Background: an optimization exercise with open tools, aiming at a short achievable clock period and few clock cycles. Do not read the settings as production practice. The RTL was checked by simulation tests, not by an equivalence proof against the original design. No activity file was given, so power comes from the tool's default toggle rates.

// risc16_top
module risc16_top
(
    input  logic        clk,
    input  logic        rst,
    input  logic [15:0] mem_rdata_i,
    output logic [7:0]  mem_addr_o,
    output logic [15:0] mem_wdata_o,
    output logic        mem_wr_o
);
    localparam int CW = 6;
    localparam int CN = 1 << CW;
    logic [15:0] a_q;        
    logic [15:0] b_q;
    logic [7:0]  aop_q;      
    logic        ld_q;       
    logic        wr_q;       
    logic        kw_q;       
    logic [15:0] k_q;
    logic        kz_q;       
    logic [3:0]  rd_q;
    logic [15:0] rd_oh_q;
    logic [7:0]  imm_q;
    logic        taken_q;    
    logic [7:0]  seq_q;      
    logic [7:0]  seq1x_q;    
    logic [7:0]  seq2x_q;    
    logic [7:0]  seq1_q, seq2_q;
    assign seq1_q = seq1x_q ^ 8'h01;
    assign seq2_q = seq2x_q ^ 8'h02;
    logic [7:0]  tgt_q;
    logic [7:0]  tgt1_q;     
    logic [7:0]  tgt2_q;     
    logic [7:0]  ctgt1_q;    
    logic        jrt_q;      
    logic        hs_q;       
    logic        lks_q;      
    logic        lkt_q;      
    logic        pf_ok_q;    
    logic [7:0]  pfd_q;      
    logic [15:0] cins_q;     
    logic [7:0]  pf_q;       
  ...
Size: roughly 0.10 mm² of cells after synthesis.
make LEC_CHECK=0 ABC_CLOCK_PERIOD_IN_PS=2500 CAP_MARGIN=20 CORE_MARGIN=2 CORE_UTILIZATION=40 SETUP_SLACK_MARGIN=4.7 SLEW_MARGIN=20 SYNTH_HIERARCHICAL=1 finish   # period 8.0 ns
run.sh (not shown) runs the stock make flow with config.mk's settings and CLKGATE_MAP_FILE= SYNTH_SCRIPT=/design/flow/synth_recipe.tcl, a recipe that flattens the netlist after the stock synthesis.
Testbench counts at the start, summed over its fixed seeds: cycles 13,808.
Rerun with:
--- a/flow/design.v
+++ b/flow/design.v
@@ -230,24 +230,26 @@
     end
     logic memop, idle, use_c, from_mem, load;
     assign memop    = wr_q | ld_q;
     assign idle     = ~memop & ~taken_q & hs_q;
     assign use_c    = hs_q & ~taken_q;
     assign from_mem = ~memop & (taken_q | ~hs_q);
     assign load     = use_c | from_mem;
     logic [7:0] fa, fa1, fa2, fa3;
     assign fa  = taken_q ? tgt_q : seq_q;
     assign fa1 = taken_q ? (jrt_q ? tgt_q + 8'd1 : tgt1_q) : seq1_q;
     assign fa2 = taken_q ? (jrt_q ? tgt_q + 8'd2 : tgt2_q) : seq2_q;
     assign fa3 = fa2 + 8'd1;
+    logic [7:0] fc1;
+    assign fc1 = taken_q ? tgt1_q : seq1_q;
     logic pf_ok;
     assign pf_ok = pf_ok_q;
     logic [7:0]    fill_a;
     logic [CN-1:0] fill_we;
     assign fill_a = idle ? pf_q : fa;
     always_comb begin
         for (int i = 0; i < CN; i++) begin
             fill_we[i] = (from_mem & (taken_q ? (tgt_q[CW-1:0] == CW'(i)) : (seq_q[CW-1:0] == CW'(i))))
                        | (idle & pf_ok & (pf_q[CW-1:0] == CW'(i)));
         end
     end
     logic [15:0] ins_n;
@@ -402,26 +404,26 @@
             addr_q  <= addr_n;
         end
     end
     always_ff @(posedge clk) begin
         a_q     <= a_n;
         b_q     <= b_n;
         k_q     <= li_n ? {{8{imm_n[7]}}, imm_n} : {8'h00, fa1};
         kz_q    <= li_n ? (imm_n == 8'h00) : (fa1 == 8'h00);
         rd_q    <= rd_n;
         imm_q   <= imm_n;
         tgt_q   <= tgt_n;
         wdata_q <= rdv_n;
-        cins_q  <= ci_q[fa1[CW-1:0]];
-        ctgt1_q <= ct1_q[fa1[CW-1:0]];
+        cins_q  <= ci_q[fc1[CW-1:0]];
+        ctgt1_q <= ct1_q[fc1[CW-1:0]];
         tgt1_q  <= tgt1_n;
         tgt2_q  <= tgt2_n;
         for (int i = 0; i < 16; i++) rd_oh_q[i] <= (rd_n == 4'(i));
     end
     always_ff @(posedge clk) begin
         for (int i = 0; i < CN; i++) begin
             if (fill_we[i]) begin
                 ci_q[i]   <= mem_rdata_i;
                 ctag_q[i] <= fill_a[7:CW];
                 ct1_q[i]  <= fill_t1;
             end
         end
After rerunning:
- via count decreases by 1.4%
- cell area decreases by 1.4%
- wire length decreases by 1.6%
- area after synthesis decreases by 0.90%
- combinational power decreases by 9.5%
- setup slack improves by 0.23 ns
Testbench counts after the change, summed over its fixed seeds: cycles 13,808.

port drivers added, routing unchanged:
No port has a modelled driver above. Below, the same layouts with a new extraction and two added sets of constraints.
Step 1 (the two cells are an assumption about what drives the block):
set clk [get_ports {clk}]
set_driving_cell -lib_cell sky130_fd_sc_hd__clkbuf_16 $clk
set_driving_cell -lib_cell sky130_fd_sc_hd__buf_2 [delete_from_list [all_inputs] $clk]
Step 2 also shifts input and output timing later by t, the mid clock arrival at the registers, as if the neighbouring blocks saw the same clock.
Slacks: no drivers / after step 1 / after step 2; pairs: no drivers / after step 1.
run	t (ns)	slack for setup (ns)	worst data-port slew with drivers (ns)
the first run	0.990	4.187 / 4.187 / 3.336	0.28
the second run	0.963	4.418 / 4.309 / 3.346	0.37
After both steps every run listed still meets setup and hold. For the second run, which loses most, drivers alone change the setup slack by -0.109 ns; drivers and shift together by -1.072 ns.
